What follows belongs to an exercise in optimizing a design on an open flow for small area, a short achievable clock period and few clock cycles per item; a production flow would make more cautious choices. Only simulation tests tie the RTL to the original design; equivalence was not proved. Power and IR drop assume default switching activity.

## flow/run.sh

```bash
#!/bin/bash
# synth_recipe.tcl (not shown) runs the flow's synth.tcl, then flattens the netlist and writes it again
# the make line also repeats each setting of config.mk as NAME=value (left out here)
make -C /OpenROAD-flow-scripts/flow DESIGN_CONFIG=/design/flow/config.mk WORK_HOME=/design/flow/orfs CLKGATE_MAP_FILE= SYNTH_SCRIPT=/design/flow/synth_recipe.tcl finish
```

## flow/config.mk

```make
export PLATFORM = sky130hd
export DESIGN_NAME = exec_unit
export DESIGN_NICKNAME = exec_unit
export VERILOG_FILES = /design/flow/design.v
export SDC_FILE = /design/flow/constraint.sdc
export NUM_CORES = 4
export LEC_CHECK = 0
export CAP_MARGIN = 20
export CORE_MARGIN = 2
export CORE_UTILIZATION = 55
export SETUP_SLACK_MARGIN = 4.0
export SLEW_MARGIN = 20
```

## flow/constraint.sdc

```tcl
create_clock -name core_clock -period 7.0 [get_ports {clk}]
set_input_delay 1.4000 -clock core_clock [delete_from_list [all_inputs] [get_ports {clk}]]
set_output_delay 1.4000 -clock core_clock [all_outputs]
set_load 0.01 [all_outputs]
```

## flow/design.v

```verilog
package alu_pkg;
	typedef logic [32-1:0] word_t;
	typedef enum logic [3:0] {
		ALU_ADD  = 4'd0,
		ALU_SUB  = 4'd1,
		ALU_AND  = 4'd2,
		ALU_OR   = 4'd3,
		ALU_XOR  = 4'd4,
		ALU_SL   = 4'd5,
		ALU_SRL  = 4'd6,
		ALU_SRA  = 4'd7,
		ALU_SLT  = 4'd8,
		ALU_SLTU = 4'd9
	} alu_op_e;
endpackage
package exec_pkg;
	typedef logic [$clog2(16)-1:0] reg_idx_t;
	typedef struct packed {
		logic [3:0]        op;
		reg_idx_t         rs1;
		reg_idx_t         rs2;
		reg_idx_t         rd;
		logic             use_imm;
		logic [32-1:0] imm;
	} issue_t;
	localparam int ISSUE_W = 4 + 3*$clog2(16) + 1 + 32;
	typedef struct packed {
		reg_idx_t rd;
		logic [32-1:0] data;
	} result_t;
	localparam int RESULT_W = $clog2(16) + 32;
	localparam int SEL_ARITH = 0;   
	localparam int SEL_P     = 1;   
	localparam int SEL_AND   = 2;
	localparam int SEL_OR    = 3;
	localparam int SEL_SR    = 4;   
	localparam int SEL_SRA   = 5;   
	localparam int SEL_SL    = 6;
	localparam int SEL_LTS   = 7;   
	localparam int SEL_LTU   = 8;   
	localparam int SEL_W     = 9;
endpackage
module regfile (
	input  logic                  clk,
	input  logic                  reset,
	input  exec_pkg::reg_idx_t    rd_idx_a,
	input  exec_pkg::reg_idx_t    rd_idx_b,
	output logic [32-1:0] rd_data_a,
	output logic [32-1:0] rd_data_b,
	input  logic                  wr_en,
	input  exec_pkg::reg_idx_t    wr_idx,
	input  logic [32-1:0] wr_data
);
	logic [32-1:0] regs [1:16-1];
	logic [16-1:0] written;
	always_ff @(posedge clk) begin
		for (int i = 1; i < 16; i++) begin
			if (wr_en && wr_idx == i) regs[i] <= wr_data;
		end
	end
	always_ff @(posedge clk) begin
		if (reset) begin
			written <= '0;
		end else if (wr_en) begin
			written[wr_idx] <= 1'b1;
		end
	end
	always_comb begin
		rd_data_a = '0;
		rd_data_b = '0;
		for (int i = 1; i < 16; i++) begin
			if (rd_idx_a == i && written[i]) rd_data_a = rd_data_a | regs[i];
			if (rd_idx_b == i && written[i]) rd_data_b = rd_data_b | regs[i];
		end
	end
endmodule
module alu (
	input  logic [exec_pkg::SEL_W-1:0] sel,
	input  logic                   sub,
	input  logic [32-1:0]  a,
	input  logic [32-1:0]  b_x,
	input  logic [3:0]             sh_lo,
	input  logic [3:0]             sh_mid,
	input  logic                   sh_hi,
	output logic [32-1:0]  result
);
	localparam int W = 32;
	logic [W-1:0] gen, prop;
	logic [W-1:0] gg [0:5];
	logic [W-1:0] pp [0:5];
	logic         cout;
	assign gen  = a & b_x;
	assign prop = a ^ b_x;
	always_comb begin
		gg[0] = gen;
		pp[0] = prop;
		gg[0][0] = gen[0] | (prop[0] & sub);
		for (int l = 0; l < 5; l++) begin
			for (int i = 0; i < W; i++) begin
				if (i >= (1 << l)) begin
					gg[l+1][i] = gg[l][i] | (pp[l][i] & gg[l][i - (1 << l)]);
					pp[l+1][i] = pp[l][i] & pp[l][i - (1 << l)];
				end else begin
					gg[l+1][i] = gg[l][i];
					pp[l+1][i] = pp[l][i];
				end
			end
		end
	end
	assign cout = gg[5][W-1];
	logic lt_flip, lt_en;
	assign lt_en   = sel[exec_pkg::SEL_LTS] | sel[exec_pkg::SEL_LTU];
	assign lt_flip = sel[exec_pkg::SEL_LTU] | prop[W-1];
	logic [W-1:0] sh_out, sh_rev;
	logic         fill;
	assign fill  = sel[exec_pkg::SEL_SRA] && a[W-1];
	logic [W-1:0] s1, s2;
	always_comb begin
		for (int i = 0; i < W; i++) begin
			s1[i] = 1'b0;
			for (int k = 0; k < 4; k++)
				s1[i] = s1[i] | (sh_lo[k] & ((i + k < W) ? a[i + k] : fill));
		end
		for (int i = 0; i < W; i++) begin
			s2[i] = 1'b0;
			for (int k = 0; k < 4; k++)
				s2[i] = s2[i] | (sh_mid[k] & ((i + 4*k < W) ? s1[i + 4*k] : fill));
		end
		for (int i = 0; i < W; i++)
			sh_out[i] = sh_hi ? ((i + 16 < W) ? s2[i + 16] : fill) : s2[i];
	end
	always_comb begin
		for (int i = 0; i < W; i++) sh_rev[i] = sh_out[W-1-i];
	end
	logic [W-1:0] pre_early, pre, carries;
	assign pre_early = ({W{sel[exec_pkg::SEL_P]}}   & prop)
	                 | ({W{sel[exec_pkg::SEL_AND]}} & gen)
	                 | ({W{sel[exec_pkg::SEL_OR]}}  & (prop | gen))
	                 | {{(W-1){1'b0}}, lt_en & lt_flip};
	assign pre = pre_early
	           | ({W{sel[exec_pkg::SEL_SR]}} & sh_out)
	           | ({W{sel[exec_pkg::SEL_SL]}} & sh_rev);
	assign carries = {gg[5][W-2:0] & {(W-1){sel[exec_pkg::SEL_ARITH]}},
		(sub & sel[exec_pkg::SEL_ARITH]) | (cout & lt_en)};
	assign result = pre ^ carries;
endmodule
module exec_unit (
	input  logic               clk,
	input  logic               reset,
	input  logic               cmd_valid,
	output logic               cmd_ready,
	input  alu_pkg::alu_op_e   cmd_op,
	input  exec_pkg::reg_idx_t cmd_rs1,
	input  exec_pkg::reg_idx_t cmd_rs2,
	input  exec_pkg::reg_idx_t cmd_rd,
	input  logic               cmd_use_imm,
	input  alu_pkg::word_t     cmd_imm,
	output logic               res_valid,
	input  logic               res_ready,
	output exec_pkg::reg_idx_t res_rd,
	output alu_pkg::word_t     res_data
);
	localparam int W = 32;
	logic               ex_valid;
	logic [exec_pkg::SEL_W-1:0] ex_sel;
	logic               ex_sub;
	exec_pkg::reg_idx_t ex_rd;
	logic [W-1:0]       ex_a;    
	logic [W-1:0]       ex_b;    
	logic [3:0]         ex_sh_lo;   
	logic [3:0]         ex_sh_mid;  
	logic               ex_sh_hi;   
	logic [W-1:0]       ex_res;
	logic               r0_valid, r1_valid, r2_valid;
	exec_pkg::reg_idx_t r0_rd, r1_rd, r2_rd;
	logic [W-1:0]       r0_data, r1_data, r2_data;
	logic take, push, accept;
	assign take      = r0_valid && res_ready;
	assign push      = ex_valid;
	assign cmd_ready = !r2_valid && !(r1_valid && ex_valid);
	assign accept    = cmd_valid && cmd_ready;
	logic [W-1:0] rf_a, rf_b;
	regfile u_regfile (
		.clk(clk), .reset(reset),
		.rd_idx_a(cmd_rs1), .rd_idx_b(cmd_rs2),
		.rd_data_a(rf_a), .rd_data_b(rf_b),
		.wr_en(ex_valid && ex_rd != '0), .wr_idx(ex_rd), .wr_data(ex_res)
	);
	logic ex_hit_a, ex_hit_b;
	assign ex_hit_a = ex_valid && ex_rd != '0 && ex_rd == cmd_rs1;
	assign ex_hit_b = ex_valid && ex_rd != '0 && ex_rd == cmd_rs2 && !cmd_use_imm;
	logic in_sub, in_sl;
	assign in_sub = cmd_op == alu_pkg::ALU_SUB || cmd_op == alu_pkg::ALU_SLT
		|| cmd_op == alu_pkg::ALU_SLTU;
	assign in_sl = cmd_op == alu_pkg::ALU_SL;
	logic [exec_pkg::SEL_W-1:0] in_sel;
	always_comb begin
		in_sel = '0;
		in_sel[exec_pkg::SEL_ARITH] = cmd_op == alu_pkg::ALU_ADD || cmd_op == alu_pkg::ALU_SUB;
		in_sel[exec_pkg::SEL_P]     = cmd_op == alu_pkg::ALU_ADD || cmd_op == alu_pkg::ALU_SUB
			|| cmd_op == alu_pkg::ALU_XOR;
		in_sel[exec_pkg::SEL_AND]   = cmd_op == alu_pkg::ALU_AND;
		in_sel[exec_pkg::SEL_OR]    = cmd_op == alu_pkg::ALU_OR;
		in_sel[exec_pkg::SEL_SR]    = cmd_op == alu_pkg::ALU_SRL || cmd_op == alu_pkg::ALU_SRA;
		in_sel[exec_pkg::SEL_SRA]   = cmd_op == alu_pkg::ALU_SRA;
		in_sel[exec_pkg::SEL_SL]    = in_sl;
		in_sel[exec_pkg::SEL_LTS]   = cmd_op == alu_pkg::ALU_SLT;
		in_sel[exec_pkg::SEL_LTU]   = cmd_op == alu_pkg::ALU_SLTU;
	end
	logic [W-1:0] in_a, in_b, in_a_rev;
	assign in_a = ex_hit_a ? ex_res : rf_a;
	assign in_b = ex_hit_b ? ex_res : (cmd_use_imm ? cmd_imm : rf_b);
	always_comb begin
		for (int i = 0; i < W; i++) in_a_rev[i] = in_a[W-1-i];
	end
	alu u_alu (
		.sel(ex_sel), .sub(ex_sub),
		.a(ex_a), .b_x(ex_b),
		.sh_lo(ex_sh_lo), .sh_mid(ex_sh_mid), .sh_hi(ex_sh_hi),
		.result(ex_res)
	);
	always_ff @(posedge clk) begin
		if (reset) begin
			ex_valid <= 1'b0;
			r0_valid <= 1'b0;
			r1_valid <= 1'b0;
			r2_valid <= 1'b0;
		end else begin
			ex_valid <= accept;
			if (take) begin
				r0_valid <= r1_valid || push;
				r1_valid <= r2_valid || (push && r1_valid);
				r2_valid <= push && r2_valid;
			end else begin
				r0_valid <= r0_valid || push;
				r1_valid <= r1_valid || (push && r0_valid);
				r2_valid <= r2_valid || (push && r1_valid);
			end
		end
	end
	always_ff @(posedge clk) begin
		ex_sel <= in_sel;
		ex_sub <= in_sub;
		ex_rd  <= cmd_rd;
		ex_a   <= in_sl ? in_a_rev : in_a;
		ex_b   <= in_b ^ {W{in_sub}};
		ex_sh_lo  <= 4'b0001 << in_b[1:0];
		ex_sh_mid <= 4'b0001 << in_b[3:2];
		ex_sh_hi  <= in_b[4];
	end
	always_ff @(posedge clk) begin
		if (take || !r0_valid) begin
			r0_rd   <= r1_valid ? r1_rd : ex_rd;
			r0_data <= r1_valid ? r1_data : ex_res;
		end
		if (take || !r1_valid) begin
			r1_rd   <= r2_valid ? r2_rd : ex_rd;
			r1_data <= r2_valid ? r2_data : ex_res;
		end
		if (take || !r2_valid) begin
			r2_rd   <= ex_rd;
			r2_data <= ex_res;
		end
	end
	assign res_valid = r0_valid;
	assign res_rd    = r0_rd;
	assign res_data  = r0_data;
endmodule
```

==> impl_metrics.py, run 1 <==
metrics = {
    "sta": {
        "skew_ps": 24.2,
        "fin_crit_sh_pct": 45.1,
        "drv_slew": 0,
        "relSlewSlack_pct": 20.1,
        "post-route-min-period_ps": 3150,
        "whs_ps": 507,
        "clock.fmax_mhz": 317,
        "tns_ps": 0,
        "worst_pin_slew_ps": 1200,
        "hold_violations": 0,
        "rsz0062_at_grt": "true",
        "setup_viol_count_final": 0,
    },
    "drt": {
        "wire_per_inst_um": 39.6,
        "firstDrtPassIters": 15,
        "drt-initial-drc-count": 6485,
        "routed_wl_mm": 152,
        "vias_per_cell": 7.78,
        "vias": 29900,
        "antenna_left": 0,
        "drc": 0,
    },
    "clock_network": {
        "clkTransAtPathRegs_ps": 60,
        "cts.sink_count": 694,
        "cts_max_level": 3,
        "cts_tree": "yes",
        "cts_buffers": 71,
        "insertion_delay_ps": 620,
        "root_buffer": "clkbuf_16",
        "clk_path_buf_depth": 3,
    },
    "synth": {
        "synth_edf_count": 588,
        "synth_cells": 2743,
        "syn_nets": 2865,
        "avgSynthCellArea_um2": 12.1,
        "ys_warn_count": 6,
        "synth_area_mm2": 0.0332,
        "postSynth.asyncResetShare_pct": 0,
        "ys_ff_latch": 694,
        "seq_area_frac_synth_pct": 59.6,
        "ys_types": 79,
        "synth-main-ff-cell": "edfxtp_1",
    },
    "die": {
        "die_h_um": 250,
        "rows": 90,
        "core_area_mm2": 0.0600,
        "io_pins": 91,
        "die_area_mm2": 0.0623,
        "initial_utilization_pct": 55.3,
        "die_x_um": 250,
    },
    "worst_setup_path": {
        "cp-start-kind": "flip-flop",
        "crit_required_ps": 7460,
        "cp-end-kind": "flip-flop",
        "worstPathMaxFanout": 16,
        "criticalPathCategory": "reg2reg",
        "cp.arrival_ps": 3610,
    },
    "status": {
        "status": "timing/DRC/antenna clean",
    },
    "finish": {
        "multi_input_area_mm2": 0.0146,
        "nets": 3120,
        "final_common_cell": "edfxtp_1",
        "regArea_mm2": 0.0199,
        "final_cell_mix": "edfxtp_1 (588), a22oi_1 (348), buf_4 (208)",
        "drive_gt1_share_pct": 26.4,
        "syn2layout_area_growth_pct": 27.2,
        "nFillCells": 4133,
    },
    "global_routing": {
        "grt_max_degree": 51,
        "grt_use_total_pct": 47.4,
        "antenna_found_initial": 10,
        "grt_pass1_wl_mm": 207,
        "gr-total-overflow": 0,
        "grt_pass1_vias": 27300,
    },
    "place": {
        "dp_hpwl_mm": 80.5,
        "port_buffers": 90,
        "gp_congestion": 1.02,
    },
    "flow_run": {
        "cap_viol_max_count": 0,
    },
    "power_and_ir_drop": {
        "leakagePower_nw": 14.9,
        "irDropWorstVdd_uv": 269,
        "power.density_mw_per_mm2": 234,
    },
    "worst_hold_path": {
        "hp-class": "reg2reg",
    },
}
[path summary, 6_finish.rpt]
path	cells past startpoint	slack, ps	from	endpoint
max	13	3850	ex_sh_lo[2]$_SDFF_PN0_	ex_a[8]$_DFF_P_
min	2	510	r2_data[21]$_DFFE_PP_	r1_data[21]$_DFFE_PP_
max reg2reg	13	3850	ex_sh_lo[2]$_SDFF_PN0_	ex_a[8]$_DFF_P_
min reg2reg	2	510	r2_data[21]$_DFFE_PP_	r1_data[21]$_DFFE_PP_
[metrics by stage]
step | worst slack, ps | utilization [%] | power [mW] | std cells | instance area (µm²)
2_1_floorplan | 3290 | - | 5.24 | 2743 | 33300
3_3_place_gp | 2430 | 58.3 | 5.63 | 3479 | 35000
3_5_place_dp | 2420 | 58.4 | 5.65 | 3481 | 35100
4_1_cts | 3940 | 67.6 | 9.67 | 3752 | 40600
5_1_grt | 3800 | 70.3 | 10.0 | 3839 | 42200
6_report | 3850 | 70.3 | 9.87 | 3840 | 42200
[power by group]
part / internal [mW] / switching, mW
clock: 2.28 / 1.63
sequential: 4.66 / 0.0950
combinational: 0.448 / 0.747
total: 7.39 / 2.47
[Yosys cell counts (23+ instances only)]
cell,instances,area share [%]
a222oi_1,71,2.1
nor2_1,60,0.68
inv_1,116,1.3
a21oi_1,125,1.9
mux2i_1,42,1.3
o21ai_1,58,0.88
clkbuf_1,183,2.1
nand2_1,161,1.8
nand4_1,79,1.5
nand3_1,63,0.95
a221oi_1,65,1.7
a22o_1,74,2.0
dfxtp_1,106,6.4
a21o_1,23,0.52
o22ai_1,36,0.68
o21ai_0,60,0.91
and3_1,61,1.2
xnor2_1,36,0.95
edfxtp_1,588,53
ha_1,69,2.6
xor2_1,29,0.77
a22oi_1,365,8.3
[cell families (layout without fill, tap and decap cells)]
| kind of cell | after synthesis | count (layout) | share of synthesized area, % |
|---|---|---|---|
| other | 0 | 4 | 0 |
| xor gates and xnor gates | 72 | 82 | 2.06 |
| adders and majority gates | 69 | 69 | 2.60 |
| muxes | 75 | 75 | 2.39 |
| AOI/OAI and AO/OA | 982 | 982 | 21.6 |
| and+or+nand+nor | 512 | 522 | 7.79 |
| buffers and inverters | 339 | 630 | 3.94 |
| DFF | 694 | 694 | 59.6 |
[registers in the layout, summed over array words and instances, names as in the netlist, 9 cells and up]
signal	cells
u_regfile.regs	480
ex_sel	9
u_regfile.written	15
ex_a	32
r1_data	32
r2_data	32
ex_b	32
r0_data	32
[area by class of cell]
class                           instances  share of cell area, %
Timing Repair Buffer                  377                   9.08
Multi-Input combinational cell       1730                   34.5
Sequential cell                       694                   47.2
Inverter                              124                   1.22
Antenna cell                            4                 0.0237
Clock inverter                         36                  0.972
Clock buffer                           93                   4.65
Tap cell                              782                   2.32
[repair_timing]
item | 4_1_cts | 5_1_grt
resized for setup | 399 | 193
buffers inserted | 116 | 81
gates cloned | 26 | 3
endpoints found under the setup margin | 555 | 396
hold buffers | 0 | 0
pin swaps | 79 | 83
[worst max-delay path, cell delays in order, from the launching register on]
cell and delay, ps:
dfxtp_4 350, buf_4 150, clkbuf_16 180, a22oi_1 180, nand2_1 210, a22oi_1 260
a31oi_2 230, a221oi_4 390, xnor2_2 160, buf_6 160, clkinvlp_4 80, buf_6 140
o21ai_4 320, mux2i_1 170
[routing by layer]
layer  share of wire (%)  vias to the layer above  GRT usage, %
li1                    -                    11500             -
met1                  32                    14100          57.8
met2                  40                     3227          66.4
met3                  17                      979          21.0
met4                  10                       14          34.8
met5                0.13                        -          1.39
Testbench counts, summed over its fixed seeds: cycles 16,016, items 16,000.
==> run 2, diff against run 1 <==
--- a/flow/config.mk
+++ b/flow/config.mk
@@ -10,2 +10,3 @@
 export CORE_UTILIZATION = 55
+export CTS_BUF_LIST = sky130_fd_sc_hd__clkbuf_8
 export SETUP_SLACK_MARGIN = 4.0
==> run 2 against run 1 <==
Net effect:
- still clean
- fmax decreased by 2.2%
- synthesized cell count unchanged
- sequential share of layout area increased by 1.1 points
- clock power down 15%
- via count is 0.76% lower
- setup slack worse by 71 ps
- first-iteration DRC count is 0.96% higher
- synthesized area is the same
==> impl_metrics.py, run 2 <==
metrics = {
    "finish": {
        "regMostFlops": "u_regfile.regs",
        "fin_util_pct": 68.6,
        "layout.cells.non_filler": 3875,
        "design_area_mm2": 0.0412,
        "drive_gt1_share_pct": 25.1,
        "largest_reg_flops": 480,
        "syn2layout_area_growth_pct": 24.2,
        "final_cell_mix": "edfxtp_1 (588), a22oi_1 (347), buf_4 (177)",
        "nets": 3111,
        "final_common_cell": "edfxtp_1",
    },
    "worst_setup_path": {
        "worstPathMaxFanout": 6,
        "critPathMaxStageDelay_ps": 450,
        "reg2reg_to": "ex_a[8]$_DFF_P_",
        "r2r_cells": 12,
        "crit_slowest_cell": "dfxtp_4",
        "worstPathCellList": "inv_1 -> ha_1 -> nand2_2 -> o21ai_0 -> a41oi_2 -> nand2_1 -> o21ai_1 -> xnor2_2 -> buf_6 -> clkinvlp_4 -> o21ai_4 -> mux2i_1",
        "timing.rr.start": "ex_a[22]$_DFF_P_",
        "cp_top_family": "compound AO/OA/AOI/OAI gates",
        "cp-start-kind": "flip-flop",
        "criticalPathCategory": "reg2reg",
        "crit_required_ps": 7560,
        "cp.arrival_ps": 3790,
        "path_buf_inv": 3,
        "cp.depth": 12,
        "cp-end-kind": "flip-flop",
        "r2r_slack_ps": 3770,
    },
    "die": {
        "die_area_mm2": 0.0623,
        "die_x_um": 250,
        "initial_utilization_pct": 55.3,
        "die_h_um": 250,
        "io_pins": 91,
        "core_area_mm2": 0.0600,
        "rows": 90,
    },
    "place": {
        "dp_hpwl_mm": 80.5,
        "placed_cells": 3481,
        "gp_congestion": 1.02,
        "pre_cts_ws_ps": 2420,
        "port_buffers": 90,
        "postPlaceCellArea_mm2": 0.0351,
    },
    "synth": {
        "ys_types": 79,
        "syn_nets": 2865,
        "synth_area_mm2": 0.0332,
        "synth_cells": 2743,
        "synth_area_leader_cell": "edfxtp_1",
        "avgSynthCellArea_um2": 12.1,
        "netlist_top_cells_area": "edfxtp_1 (53%), a22oi_1 (8.3%), dfxtp_1 (6.4%)",
        "synth-main-ff-cell": "edfxtp_1",
        "ys_ff_latch": 694,
        "yosysMostFrequentCell": "edfxtp_1",
        "yosysTopAreaCellShare_pct": 53.2,
        "ys_warn_count": 6,
        "seq_area_frac_synth_pct": 59.6,
        "postSynth.asyncResetShare_pct": 0,
        "synth_common_cells": "edfxtp_1 (588), a22oi_1 (365), clkbuf_1 (183), nand2_1 (161), a21oi_1 (125)",
        "synth_edf_count": 588,
    },
    "global_routing": {
        "gr-total-overflow": 0,
        "grt_pass1_vias": 27200,
        "grt_max_degree": 51,
        "busiest_layer": "met2",
        "gr-usage-met3_pct": 20.5,
        "grt_use_met1_pct": 58.0,
        "use_met2_pct": 64.5,
        "grt_use_total_pct": 46.5,
        "antenna_found_initial": 12,
        "grt_pass1_wl_mm": 204,
    },
    "sta": {
        "clock.fmax_mhz": 310,
        "drv_slew": 0,
        "tns_ps": 0,
        "rsz0062_at_grt": "true",
        "whs_ps": 497,
        "relSlewSlack_pct": 29.7,
        "hold_violations": 0,
        "setup_viol_count_final": 0,
        "skew_ps": 68.6,
        "fin_crit_sh_pct": 46.1,
        "post-route-min-period_ps": 3230,
        "worst_pin_slew_ps": 1050,
        "layout_setup_ws_ps": 3770,
    },
    "power_and_ir_drop": {
        "irDropWorstVdd_uv": 218,
        "power.density_mw_per_mm2": 224,
        "leakagePower_nw": 14.9,
        "p_total_mw": 9.22,
    },
    "clock_network": {
        "clk_path_buf_depth": 3,
        "cts_tree": "yes",
        "cts_hold_buf": 0,
        "cts_max_level": 3,
        "root_buffer": "clkbuf_8",
        "cts.sink_count": 694,
        "cts_buffers": 108,
        "insertion_delay_ps": 770,
        "clkTransAtPathRegs_ps": 70,
    },
    "drt": {
        "firstDrtPassIters": 14,
        "routed_wl_mm": 149,
        "antenna_left": 0,
        "vias": 29600,
        "drt-initial-drc-count": 6547,
        "drc": 0,
        "wire_per_inst_um": 38.5,
        "vias_per_cell": 7.65,
    },
    "flow_run": {
        "cap_viol_max_count": 0,
    },
    "status": {
        "status": "timing/DRC/antenna clean",
    },
    "worst_hold_path": {
        "worstHoldPathCells": 2,
        "hp-class": "reg2reg",
        "hold_path_end": "u_regfile.written[15]$_SDFFE_PP0P_",
        "min_from": "u_regfile.written[15]$_SDFFE_PP0P_",
    },
}
-- run 2: how the worst max path moves through the flow --
stage,start,end,slack [ps]
detailed placement,cmd_rs1[3],ex_a[1]$_DFF_P_,2420
global placement,ex_a[20]$_DFF_P_,ex_a[8]$_DFF_P_,2430
finish,ex_a[22]$_DFF_P_,ex_a[8]$_DFF_P_,3770
global route,ex_sh_lo[1]$_SDFF_PP0_,ex_a[8]$_DFF_P_,3720
floorplan,ex_rd[3]$_DFF_P_,u_regfile.regs[10][0]$_DFFE_PP_,3290
CTS,ex_sh_lo[3]$_SDFF_PN0_,ex_a[8]$_DFF_P_,3900
-- run 2: cells by family (layout without fill, tap and decap cells) --
kind of cell	after synthesis	count (layout)	share of synthesized area, %
fa+ha+maj	69	69	2.60
xor+xnor	72	82	2.06
flops	694	694	59.6
compound gates	982	982	21.6
mux	75	75	2.39
buf+inv	339	656	3.94
other cells	0	13	0
simple gates	512	522	7.79
-- run 2: timing repair --
item                       4_1_cts  5_1_grt
setup endpoints to repair      587      452
gates cloned                    23        3
gates resized for setup        392      175
pin swaps                       83       52
buffers inserted               103       51
-- run 2: per-layer routing --
| metal | up-vias | wire, µm |
|---|---|---|
| met5 | - | 37 |
| met4 | 6 | 13900 |
| met3 | 927 | 25700 |
| met2 | 3223 | 60400 |
| met1 | 13900 | 49300 |
| li1 | 11500 | - |
-- run 2: report_power, final --
| group | total (mW) | leakage, nW | internal (mW) | switching [mW] |
|---|---|---|---|---|
| sequential | 4.76 | 6.49 | 4.66 | 0.0948 |
| combinational | 1.15 | 7.15 | 0.420 | 0.733 |
| clock | 3.31 | 1.22 | 1.67 | 1.64 |
-- run 2: final cells by class --
class	instances	area [µm²]
multi-input combinational	1730	14400
fill	4315	18800
clock buffer	115	1580
antenna	13	32.5
timing repair buffer	331	3310
clock inverter	86	488
sequential	694	19900
tap	782	978
inverter	124	512
-- run 2: worst register-to-register path, delay by kind of cell, from the launching register on --
family | cells | cell delay (ps)
AO/OA/AOI/OAI | 4 | 1120
flip-flops | 1 | 450
buffers and inverters | 3 | 440
adder cells (fa/ha/maj) | 1 | 380
AND/OR/NAND/NOR | 2 | 340
multiplexers | 1 | 150
XOR/XNOR | 1 | 140
==> run 3, diff against run 2 <==
--- a/flow/config.mk
+++ b/flow/config.mk
@@ -9,4 +9,6 @@
 export CORE_MARGIN = 2
-export CORE_UTILIZATION = 55
+export CORE_UTILIZATION = 65
 export CTS_BUF_LIST = sky130_fd_sc_hd__clkbuf_8
+export CTS_CLUSTER_DIAMETER = 50
+export CTS_CLUSTER_SIZE = 14
 export SETUP_SLACK_MARGIN = 4.0
==> run 3 against run 2 <==
Net effect:
- final cell count shrank 5.2%
- first-iteration DRC count grew 20%
- non-clock buffer count grew 13
- die area shrank 15%
- largest power group unchanged
- count of clock-buffer cells in the layout shrank 50
- via count grew 1.4%
==> impl_metrics.py, run 3 <==
metrics = {
    "die": {
        "die_h_um": 230,
        "initial_utilization_pct": 66.0,
        "die_area_mm2": 0.0528,
        "io_pins": 91,
        "rows": 82,
        "core_area_mm2": 0.0503,
        "die_x_um": 230,
    },
    "synth": {
        "ys_warn_count": 6,
        "syn_nets": 2865,
        "synth_common_cells": "edfxtp_1 (588), a22oi_1 (365), clkbuf_1 (183), nand2_1 (161), a21oi_1 (125)",
        "synth_area_mm2": 0.0332,
        "postSynth.asyncResetShare_pct": 0,
        "yosysTopAreaCellShare_pct": 53.2,
        "ys_types": 79,
        "ys_ff_latch": 694,
        "synth_edf_count": 588,
        "synth-main-ff-cell": "edfxtp_1",
        "synth_area_leader_cell": "edfxtp_1",
        "avgSynthCellArea_um2": 12.1,
        "yosysMostFrequentCell": "edfxtp_1",
        "netlist_top_cells_area": "edfxtp_1 (53%), a22oi_1 (8.3%), dfxtp_1 (6.4%)",
        "synth_cells": 2743,
        "seq_area_frac_synth_pct": 59.6,
    },
    "worst_hold_path": {
        "worstHoldPathCells": 2,
        "min_from": "r2_rd[1]$_DFFE_PP_",
        "hp-class": "reg2reg",
        "hold_path_end": "r1_rd[1]$_DFFE_PP_",
    },
    "finish": {
        "syn2layout_area_growth_pct": 21.0,
        "final_common_cell": "edfxtp_1",
        "largest_reg_flops": 480,
        "multi_input_area_mm2": 0.0143,
        "fin_util_pct": 79.8,
        "final_cell_mix": "edfxtp_1 (588), a22oi_1 (357), buf_4 (188)",
        "drive_gt1_share_pct": 24.2,
        "design_area_mm2": 0.0401,
        "nets": 3069,
        "regArea_mm2": 0.0199,
        "regMostFlops": "u_regfile.regs",
        "nFillCells": 2801,
    },
    "sta": {
        "setup_viol_count_final": 0,
        "post-route-min-period_ps": 3150,
        "rsz0062_at_grt": "true",
        "skew_ps": 64.8,
        "drv_slew": 0,
        "clock.fmax_mhz": 318,
        "fin_crit_sh_pct": 44.9,
        "tns_ps": 0,
        "relSlewSlack_pct": 36.9,
        "worst_pin_slew_ps": 946,
        "hold_violations": 0,
    },
    "worst_setup_path": {
        "crit_required_ps": 7600,
        "worstPathMaxFanout": 6,
        "path_buf_inv": 5,
        "reg2reg_to": "ex_a[28]$_DFF_P_",
        "r2r_slack_ps": 3850,
        "cp-end-kind": "flip-flop",
        "r2r_cells": 15,
        "worstPathCellList": "buf_4 -> inv_1 -> ha_4 -> nand2_1 -> nor2_1 -> and3_1 -> nand2_1 -> o21ai_4 -> o21ai_2 -> xnor2_1 -> buf_4 -> clkinvlp_4 -> o21ai_4 -> buf_12 -> mux2i_1",
        "crit_slowest_cell": "dfxtp_1",
        "criticalPathCategory": "reg2reg",
        "timing.rr.start": "ex_a[21]$_DFF_P_",
        "cp_top_family": "buffers and inverters",
        "critPathMaxStageDelay_ps": 330,
        "cp.arrival_ps": 3740,
        "cp-start-kind": "flip-flop",
    },
    "power_and_ir_drop": {
        "leakagePower_nw": 14.5,
        "power.density_mw_per_mm2": 206,
        "p_total_mw": 8.27,
        "irDropWorstVdd_uv": 323,
    },
    "global_routing": {
        "grt_use_total_pct": 50.5,
        "grt_pass1_vias": 28100,
        "gr-total-overflow": 0,
        "grt_max_degree": 44,
        "grt_pass1_wl_mm": 192,
        "antenna_found_initial": 3,
    },
    "clock_network": {
        "clkTransAtPathRegs_ps": 100,
        "cts_tree": "yes",
        "cts_max_level": 2,
        "cts_hold_buf": 0,
        "cts_buffers": 60,
        "insertion_delay_ps": 750,
        "cts.sink_count": 694,
        "clk_path_buf_depth": 3,
        "root_buffer": "clkbuf_8",
    },
    "drt": {
        "vias": 30100,
        "antenna_left": 0,
        "firstDrtPassIters": 12,
        "vias_per_cell": 8.19,
        "wire_per_inst_um": 37.9,
        "drc": 0,
        "routed_wl_mm": 139,
        "drt-initial-drc-count": 7863,
    },
    "status": {
        "status": "timing/DRC/antenna clean",
    },
    "place": {
        "gp_congestion": 1.05,
        "port_buffers": 90,
        "dp_hpwl_mm": 78.6,
        "postPlaceCellArea_mm2": 0.0349,
    },
    "flow_run": {
        "cap_viol_max_count": 0,
    },
}
## run 3: cell type report
cell class / instances / area share [%]
antenna: 3 / 0.0187
clock buffer: 65 / 2.23
clock inverter: 48 / 0.764
inverter: 124 / 1.30
multi-input combinational: 1723 / 35.5
sequential: 694 / 49.7
tap: 672 / 2.10
timing repair buffer: 344 / 8.37
## run 3: worst reg2reg max path: stages (launching register included)
cell and delay [ps]:
dfxtp_1 330, buf_4 190, inv_1 120, ha_4 320
nand2_1 140, nor2_1 180, and3_1 240, nand2_1 120
o21ai_4 220, o21ai_2 80, xnor2_1 180, buf_4 200
clkinvlp_4 210, o21ai_4 240, buf_12 170, mux2i_1 80
## run 3: timing repair
item	4_1_cts	5_1_grt
endpoints found under the setup margin	643	383
gates cloned	13	5
gates resized for setup	362	231
setup buffers	103	52
pin swaps	82	83
## run 3: power breakdown
group	internal [mW]	switching (mW)
Sequential	4.66	0.112
Combinational	0.416	0.706
Clock	0.984	1.40
## run 3: metal layers
| metal | vias to the layer above | GRT usage, % | part of all wire (%) |
|---|---|---|---|
| met3 | 1264 | 22.9 | 19 |
| li1 | 11400 | - | - |
| met4 | 16 | 36.3 | 10 |
| met1 | 13700 | 61.8 | 31 |
| met2 | 3705 | 70.5 | 40 |
| met5 | - | 3.22 | 0.30 |
## run 3: worst max-delay path by stage
stage,start,end,slack (ps),cells past startpoint
3_5_place_dp,cmd_rs2[2],ex_b[23]$_DFF_P_,2440,10
3_3_place_gp,cmd_rs2[2],ex_b[10]$_DFF_P_,2510,11
4_1_cts,ex_a[2]$_DFF_P_,r1_data[30]$_DFFE_PP_,3970,13
5_1_grt,cmd_rs2[1],ex_b[26]$_DFF_P_,3840,11
6_report,ex_a[21]$_DFF_P_,ex_a[28]$_DFF_P_,3850,15
2_1_floorplan,ex_rd[3]$_DFF_P_,u_regfile.regs[10][0]$_DFFE_PP_,3290,3
## run 3: cell families (layout without fill, tap and decap cells)
family	Yosys count	in the layout	synth area share (%)
AO/OA/AOI/OAI	982	982	21.6
other	0	3	0
AND/OR/NAND/NOR	512	513	7.79
buffers and inverters	339	581	3.94
flip-flops	694	694	59.6
multiplexers	75	75	2.39
XOR/XNOR	72	84	2.06
adder cells (fa/ha/maj)	69	69	2.60
## run 3: through the flow
stage / instances / hold WS (ps) / setup slack, ps
global placement: 3383 / 490 / 2510
finish: 3673 / 524 / 3850
detailed placement: 3384 / 497 / 2440
floorplan: 2743 / 403 / 3290
global route: 3670 / 546 / 3840
CTS: 3613 / 525 / 3970
==> run 4, diff against run 3 <==
--- a/flow/design.v
+++ b/flow/design.v
@@ -173,5 +173,5 @@
 	logic [W-1:0]       ex_res;
-	logic               r0_valid, r1_valid, r2_valid;
-	exec_pkg::reg_idx_t r0_rd, r1_rd, r2_rd;
-	logic [W-1:0]       r0_data, r1_data, r2_data;
+	logic               r0_valid, r1_valid;
+	exec_pkg::reg_idx_t r0_rd, r1_rd;
+	logic [W-1:0]       r0_data, r1_data;
 	logic take, push, accept;
@@ -179,3 +179,3 @@
 	assign push      = ex_valid;
-	assign cmd_ready = !r2_valid && !(r1_valid && ex_valid);
+	assign cmd_ready = take ? !(r1_valid && ex_valid) : !(r0_valid && (r1_valid || ex_valid));
 	assign accept    = cmd_valid && cmd_ready;
@@ -226,3 +226,2 @@
 			r1_valid <= 1'b0;
-			r2_valid <= 1'b0;
 		end else begin
@@ -231,4 +230,3 @@
 				r0_valid <= r1_valid || push;
-				r1_valid <= r2_valid || (push && r1_valid);
-				r2_valid <= push && r2_valid;
+				r1_valid <= push && r1_valid;
 			end else begin
@@ -236,3 +234,2 @@
 				r1_valid <= r1_valid || (push && r0_valid);
-				r2_valid <= r2_valid || (push && r1_valid);
 			end
@@ -256,8 +253,4 @@
 		if (take || !r1_valid) begin
-			r1_rd   <= r2_valid ? r2_rd : ex_rd;
-			r1_data <= r2_valid ? r2_data : ex_res;
-		end
-		if (take || !r2_valid) begin
-			r2_rd   <= ex_rd;
-			r2_data <= ex_res;
+			r1_rd   <= ex_rd;
+			r1_data <= ex_res;
 		end
--- a/flow/config.mk
+++ b/flow/config.mk
@@ -9,6 +9,4 @@
 export CORE_MARGIN = 2
-export CORE_UTILIZATION = 65
+export CORE_UTILIZATION = 55
 export CTS_BUF_LIST = sky130_fd_sc_hd__clkbuf_8
-export CTS_CLUSTER_DIAMETER = 50
-export CTS_CLUSTER_SIZE = 14
 export SETUP_SLACK_MARGIN = 4.0
==> run 4 against run 3 <==
Net effect:
- still clean
- core utilization fell by 9.5 points
- critical path depth fell by 9
- global-route usage fell by 4.4 points
- die area rose by 14%
- combinational power barely moved
- sequential power fell by 6.1%
==> impl_metrics.py, run 4 <==
metrics = {
    "power_and_ir_drop": {
        "power.density_mw_per_mm2": 220,
        "leakagePower_nw": 14.8,
        "irDropWorstVdd_uv": 220,
        "intPower_mw": 6.57,
        "sw_frac_of_total_pct": 26.3,
        "pwr-share-comb_pct": 12.5,
        "clkPwrFrac_pct": 37.3,
        "p_switching_mw": 2.35,
        "p_seq_share_pct": 50.2,
    },
    "sta": {
        "setup_viol_count_final": 0,
        "rsz0062_at_grt": "true",
        "tns_ps": 0,
        "hold_violations": 0,
        "worst_pin_slew_ps": 895,
        "relSlewSlack_pct": 40.3,
        "clock.fmax_mhz": 302,
        "drv_slew": 0,
        "fin_crit_sh_pct": 47.4,
        "post-route-min-period_ps": 3320,
        "layout_setup_ws_ps": 3680,
        "skew_ps": 55.4,
    },
    "worst_setup_path": {
        "crit_required_ps": 5600,
        "startpoint": "res_ready",
        "criticalPathCategory": "in2out",
        "cp_top_family": "buffers and inverters",
        "crit_slowest_cell": "buf_2",
        "worstPathMaxFanout": 3,
        "reg2reg_to": "r0_data[0]$_DFFE_PP_",
        "critPathMaxStageDelay_ps": 130,
        "worstPathCellList": "buf_8 -> inv_8 -> o21ai_2 -> o21ai_1 -> nand2_1 -> buf_2",
        "cp-end-kind": "output pin",
        "r2r_cells": 12,
        "crit_end": "cmd_ready",
        "cp.depth": 6,
        "path_buf_inv": 3,
        "timing.rr.start": "ex_a[17]$_DFF_P_",
        "r2r_slack_ps": 3730,
        "cp-start-kind": "primary input",
        "cp.arrival_ps": 1920,
    },
    "worst_hold_path": {
        "hp-class": "reg2reg",
    },
    "synth": {
        "synth_common_cells": "edfxtp_1 (552), a22oi_1 (340), clkbuf_1 (152), inv_1 (123), a21oi_1 (112)",
        "ys_types": 97,
        "syn_nets": 2774,
        "ys_ff_latch": 657,
        "avgSynthCellArea_um2": 12.1,
        "synth_area_leader_cell": "edfxtp_1",
        "ys_warn_count": 6,
        "synth-main-ff-cell": "edfxtp_1",
        "yosysTopAreaCellShare_pct": 51.6,
        "postSynth.asyncResetShare_pct": 0,
        "synth_cells": 2652,
        "synth_edf_count": 552,
        "yosysMostFrequentCell": "edfxtp_1",
        "seq_area_frac_synth_pct": 58.1,
        "netlist_top_cells_area": "edfxtp_1 (52%), a22oi_1 (7.9%), dfxtp_1 (6.5%)",
        "synth_area_mm2": 0.0321,
    },
    "global_routing": {
        "gr-total-overflow": 0,
        "grt_pass1_wl_mm": 197,
        "grt_pass1_vias": 27500,
        "grt_use_total_pct": 46.1,
        "antenna_found_initial": 7,
        "grt_max_degree": 54,
    },
    "drt": {
        "drc": 0,
        "routed_wl_mm": 146,
        "vias": 29400,
        "drt-initial-drc-count": 6618,
        "antenna_left": 0,
        "wire_per_inst_um": 38.1,
        "firstDrtPassIters": 13,
        "vias_per_cell": 7.66,
    },
    "clock_network": {
        "insertion_delay_ps": 750,
        "clk_path_buf_depth": 3,
        "clkTransAtPathRegs_ps": 60,
        "cts.sink_count": 657,
        "cts_tree": "yes",
        "cts_hold_buf": 0,
        "cts_max_level": 3,
        "cts_buffers": 105,
        "root_buffer": "clkbuf_8",
    },
    "place": {
        "dp_hpwl_mm": 79.9,
        "pre_cts_ws_ps": 2240,
        "port_buffers": 90,
        "gp_congestion": 1.02,
    },
    "finish": {
        "final_cell_mix": "edfxtp_1 (552), a22oi_1 (329), buf_4 (235)",
        "syn2layout_area_growth_pct": 26.3,
        "largest_reg_flops": 480,
        "regMostFlops": "u_regfile.regs",
        "nets": 3104,
        "drive_gt1_share_pct": 28.8,
        "final_common_cell": "edfxtp_1",
    },
    "status": {
        "status": "timing/DRC/antenna clean",
    },
    "die": {
        "initial_utilization_pct": 55.7,
        "die_x_um": 246,
        "rows": 88,
        "core_area_mm2": 0.0577,
        "die_h_um": 246,
        "io_pins": 91,
        "die_area_mm2": 0.0604,
    },
    "flow_run": {
        "cap_viol_max_count": 0,
    },
}
==> run 4: cell types whose count changed after synthesis, moves of 12 or more <==
cell      previous run  this run
xor2_1              29        17
edfxtp_1           588       552
a22oi_1            365       340
buf_2               15        28
nand2_1            161       106
o21ai_1             58        22
clkbuf_1           183       152
mux2_1              13         1
a21oi_1            125       112
o21ai_0             60        87
==> run 4: metal layers <==
layer | global-route usage [%] | vias up | part of all wire (%)
li1 | - | 11400 | -
met1 | 56.8 | 13800 | 33
met2 | 67.1 | 3228 | 41
met3 | 17.5 | 948 | 17
met4 | 31.7 | 8 | 9.5
met5 | 0 | - | 0.066
==> run 4: through the flow <==
| step | power (mW) | cells | hold WS [ps] | util, % | instance area, µm² |
|---|---|---|---|---|---|
| detailed placement | 5.30 | 3383 | 492 | 58.7 | 33900 |
| floorplan | 4.96 | 2652 | 403 | - | 32200 |
| CTS | 8.72 | 3718 | 520 | 66.8 | 38600 |
| global placement | 5.29 | 3383 | 504 | 58.7 | 33900 |
| global route | 9.13 | 3836 | 472 | 70.3 | 40600 |
| finish | 8.92 | 3840 | 476 | 70.3 | 40600 |
==> run 4: cell families after synthesis <==
group	synth area share (%)
buffers and inverters	4.27
AOI/OAI and AO/OA	22.8
adders and majority gates	2.69
xor gates and xnor gates	2.10
DFF	58.1
and+or+nand+nor	7.79
muxes	2.23
==> run 4: cell type report <==
cell class              count  area (µm²)
clock inverters            83         543
clock buffers             112        1540
multi-input cells        1667       14100
repair buffers            424        4080
fillers                  4046       17100
inverters                 126         541
well taps                 765         957
repair inverters            1        7.51
flip-flops and latches    657       18800
diodes                      5        12.5
==> run 4: how the worst min path moves through the flow <==
stage | endpoint | startpoint | cells after the start
after floorplan | r1_rd[2]$_DFFE_PP_ | ex_rd[2]$_DFF_P_ | 0
after global placement | u_regfile.written[12]$_SDFFE_PP0P_ | u_regfile.written[12]$_SDFFE_PP0P_ | 2
after detailed placement | u_regfile.written[12]$_SDFFE_PP0P_ | u_regfile.written[12]$_SDFFE_PP0P_ | 2
after CTS | u_regfile.written[7]$_SDFFE_PP0P_ | u_regfile.written[7]$_SDFFE_PP0P_ | 2
after global routing | r1_rd[0]$_DFFE_PP_ | ex_rd[0]$_DFF_P_ | 0
final | r1_rd[0]$_DFFE_PP_ | ex_rd[0]$_DFF_P_ | 0
==> run 4: power by group through the flow <==
stage               logic (mW)  clock network, mW  registers (mW)
CTS                      0.924               3.33            4.47
global placement         0.736                  0            4.56
finish                    1.12               3.33            4.48
detailed placement       0.746                  0            4.56
global route              1.15               3.49            4.48
floorplan                0.427                  0            4.53
==> run 4: timing repair <==
| item | in CTS | in global routing |
|---|---|---|
| resized for setup | 410 | 250 |
| gates cloned | 11 | 13 |
| pin swaps | 82 | 95 |
| setup buffers | 129 | 104 |
| setup endpoints to repair | 685 | 457 |
Testbench counts of run 4, summed over its fixed seeds: cycles 16,016, items 16,000.
==> run 5, diff against run 4 <==
--- a/flow/config.mk
+++ b/flow/config.mk
@@ -9,4 +9,6 @@
 export CORE_MARGIN = 2
-export CORE_UTILIZATION = 55
+export CORE_UTILIZATION = 65
 export CTS_BUF_LIST = sky130_fd_sc_hd__clkbuf_8
+export CTS_CLUSTER_DIAMETER = 50
+export CTS_CLUSTER_SIZE = 14
 export SETUP_SLACK_MARGIN = 4.0
==> run 5 against run 4 <==
Net effect:
- sequential cell count stayed put
- global-route usage is 4.8 points higher
- synthesized cell count stayed put
- clock power is 29% lower
- fmax is 2.4% lower
- still clean
- worst hold slack better by 47 ps
- die area is 15% lower
==> impl_metrics.py, run 5 <==
metrics = {
    "clock_network": {
        "clk_path_buf_depth": 3,
        "cts_tree": "yes",
        "cts_max_level": 2,
        "cts_buffers": 59,
        "root_buffer": "clkbuf_8",
        "insertion_delay_ps": 740,
        "cts.sink_count": 657,
        "clkTransAtPathRegs_ps": 100,
    },
    "place": {
        "gp_congestion": 1.05,
        "dp_hpwl_mm": 72.9,
        "port_buffers": 90,
        "postPlaceCellArea_mm2": 0.0336,
    },
    "synth": {
        "yosysMostFrequentCell": "edfxtp_1",
        "synth_area_mm2": 0.0321,
        "ys_types": 97,
        "synth_common_cells": "edfxtp_1 (552), a22oi_1 (340), clkbuf_1 (152), inv_1 (123), a21oi_1 (112)",
        "synth_area_leader_cell": "edfxtp_1",
        "ys_warn_count": 6,
        "postSynth.asyncResetShare_pct": 0,
        "synth-main-ff-cell": "edfxtp_1",
        "netlist_top_cells_area": "edfxtp_1 (52%), a22oi_1 (7.9%), dfxtp_1 (6.5%)",
        "synth_edf_count": 552,
        "synth_cells": 2652,
        "avgSynthCellArea_um2": 12.1,
        "yosysTopAreaCellShare_pct": 51.6,
        "seq_area_frac_synth_pct": 58.1,
        "ys_ff_latch": 657,
        "syn_nets": 2774,
    },
    "drt": {
        "wl_met2_mm": 54.0,
        "routed_wl_mm": 137,
        "highest_layer": "met5",
        "drt-initial-drc-count": 7524,
        "firstDrtPassIters": 12,
        "vias": 29300,
        "vias_per_cell": 8.21,
        "antenna_left": 0,
        "drc": 0,
        "drt-met1-wl_mm": 42.9,
        "wire_per_inst_um": 38.3,
        "routed-wl-met3_mm": 26.3,
    },
    "worst_hold_path": {
        "worstHoldPathCells": 2,
        "hp-class": "reg2reg",
        "hold_path_end": "r0_data[30]$_DFFE_PP_",
        "min_from": "r1_data[30]$_DFFE_PP_",
    },
    "sta": {
        "worst_pin_slew_ps": 899,
        "fin_crit_sh_pct": 48.5,
        "clock.fmax_mhz": 294,
        "setup_viol_count_final": 0,
        "hold_violations": 0,
        "post-route-min-period_ps": 3400,
        "tns_ps": 0,
        "skew_ps": 63.2,
        "drv_slew": 0,
        "rsz0062_at_grt": "true",
        "relSlewSlack_pct": 39.9,
    },
    "flow_run": {
        "cap_viol_max_count": 0,
    },
    "global_routing": {
        "grt_use_total_pct": 50.9,
        "gr-total-overflow": 0,
        "grt_pass1_vias": 27400,
        "grt_max_degree": 54,
        "antenna_found_initial": 5,
        "grt_pass1_wl_mm": 185,
    },
    "worst_setup_path": {
        "crit_required_ps": 7470,
        "r2r_slack_ps": 3600,
        "startpoint": "ex_b[17]$_DFF_P_",
        "cp-start-kind": "flip-flop",
        "worstPathMaxFanout": 4,
        "r2r_cells": 13,
        "cp-end-kind": "flip-flop",
        "timing.rr.start": "ex_b[17]$_DFF_P_",
        "cp.arrival_ps": 3860,
        "criticalPathCategory": "reg2reg",
        "reg2reg_to": "r0_data[27]$_DFFE_PP_",
    },
    "power_and_ir_drop": {
        "irDropWorstVdd_uv": 224,
        "intPower_mw": 5.81,
        "power.density_mw_per_mm2": 204,
        "leakagePower_nw": 13.8,
        "clkPwrFrac_pct": 30.1,
        "p_seq_share_pct": 56.7,
        "p_switching_mw": 2.09,
        "sw_frac_of_total_pct": 26.5,
        "pwr-share-comb_pct": 13.2,
    },
    "finish": {
        "nFillCells": 2883,
        "final_common_cell": "edfxtp_1",
        "regArea_mm2": 0.0188,
        "drive_gt1_share_pct": 24.6,
        "largest_reg_flops": 480,
        "syn2layout_area_growth_pct": 20.5,
        "final_cell_mix": "edfxtp_1 (552), a22oi_1 (337), buf_4 (175)",
        "design_area_mm2": 0.0387,
        "nets": 2978,
        "multi_input_area_mm2": 0.0138,
        "regMostFlops": "u_regfile.regs",
    },
    "die": {
        "die_area_mm2": 0.0512,
        "rows": 81,
        "initial_utilization_pct": 65.8,
        "core_area_mm2": 0.0488,
        "die_x_um": 226,
        "io_pins": 91,
        "die_h_um": 226,
    },
    "status": {
        "status": "timing/DRC/antenna clean",
    },
}
run 5: cell types whose count changed in the layout (fill, tap and decap cells not counted), sizes merged, moves of 6 or more:
cell and delta:
buf -77, clkbuf -50, clkdlybuf4s50 +9, clkinv -30, dlygate4sd2 -14, inv -6
run 5: critical path, cell delays in order, from the launching register on:
cell	delay (ps)
dfxtp_4	440
inv_2	70
ha_4	290
buf_6	100
nand4_1	180
nor3b_2	250
a211o_1	420
inv_2	130
a21oi_4	250
o211ai_4	200
o21ai_4	290
xor2_4	110
buf_12	160
mux2_2	250
run 5: layout make-up:
cell class,count,share of cell area [%]
multi-input combinational,1663,35.6
clock buffer,61,2.17
sequential,657,48.6
tap,664,2.15
clock inverter,49,0.973
inverter,126,1.38
antenna,4,0.0259
timing repair buffer,349,9.09
run 5: metrics by stage:
| stage | total power [mW] | std cells | util, % | worst slack, ps | hold WS, ps |
|---|---|---|---|---|---|
| 6_report | 7.90 | 3573 | 79.3 | 3600 | 523 |
| 5_1_grt | 8.04 | 3570 | 79.2 | 3570 | 559 |
| 4_1_cts | 7.69 | 3481 | 76.0 | 3690 | 513 |
| 3_5_place_dp | 5.29 | 3271 | 68.8 | 2350 | 491 |
| 3_3_place_gp | 5.27 | 3271 | 68.8 | 2420 | 488 |
| 2_1_floorplan | 4.96 | 2652 | - | 3890 | 403 |
run 5: per-layer routing:
layer	GRT usage, %	vias up
met5	0.978	-
met4	34.4	2
met3	20.7	1076
met2	71.6	3528
met1	64.6	13600
li1	-	11100
run 5: kinds of logic after synthesis:
kind of cell             Yosys count  share of synthesized area (%)
AND/OR/NAND/NOR                  477                           7.79
adder cells (fa/ha/maj)           69                           2.69
XOR/XNOR                          69                           2.10
AO/OA/AOI/OAI                    976                           22.8
multiplexers                      68                           2.23
flip-flops                       657                           58.1
buffers and inverters            336                           4.27
run 5: how the worst max path moves through the flow:
stage	depth (start not counted)	slack, ps	to
after floorplan	8	3890	ex_b[27]$_DFF_P_
after global placement	11	2420	ex_b[27]$_DFF_P_
after detailed placement	11	2350	ex_b[27]$_DFF_P_
after CTS	6	3690	cmd_ready
after global routing	13	3570	r0_data[27]$_DFFE_PP_
final	13	3600	r0_data[27]$_DFFE_PP_
run 5: what timing repair did:
action                                  in CTS  in global routing
pin swaps                                   61                 68
resized for setup                          386                211
setup buffers                               95                 80
endpoints found under the setup margin     708                285
cloned                                       5                  8
hold buffers                                 0                  0
run 5: power by group through the flow:
stage	Clock (mW)	Sequential [mW]	Combinational, mW
6_report	2.38	4.48	1.04
5_1_grt	2.48	4.48	1.07
4_1_cts	2.34	4.47	0.883
3_5_place_dp	0	4.56	0.728
3_3_place_gp	0	4.56	0.715
2_1_floorplan	0	4.53	0.427

[port drivers added, routing unchanged]
In the flow no input, the clock included, has a driving cell. The finished layouts below were timed again as built, in two steps.
Step 1: set_driving_cell puts a clkbuf_16 on clk and a buf_2 on each other input, an assumption about the parent block.
Step 2 also shifts input and output timing later by t, the mid clock arrival at the registers, as if the neighbouring blocks saw the same clock.
Slacks: ideal / step 1 / step 2; pairs: ideal / step 1.
run | shift t [ns] | setup WS [ns] | worst hold slack (ns) | worst setup path at the end | slew at the worst register clock pin (ns)
run 1 | 0.682 | 3.846 / 3.846 / 3.204 | 0.507 / 0.507 / 0.507 | input to register | 0.07 / 0.07
run 2 | 0.805 | 3.775 / 3.775 / 3.172 | 0.497 / 0.497 / 0.497 | input to register | 0.08 / 0.08
run 3 | 0.781 | 3.854 / 3.854 / 3.100 | 0.524 / 0.524 / 0.524 | input to register | 0.11 / 0.11
run 4 | 0.780 | 3.684 / 3.627 / 3.166 | 0.476 / 0.476 / 0.476 | input to register | 0.07 / 0.07
run 5 | 0.775 | 3.603 / 3.603 / 3.141 | 0.523 / 0.523 / 0.523 | input to register | 0.10 / 0.10
After both steps setup and hold are still met in every run listed. The setup slack of run 3, which loses most, moves by 0.000 ns with the drivers and by -0.754 ns with both steps.
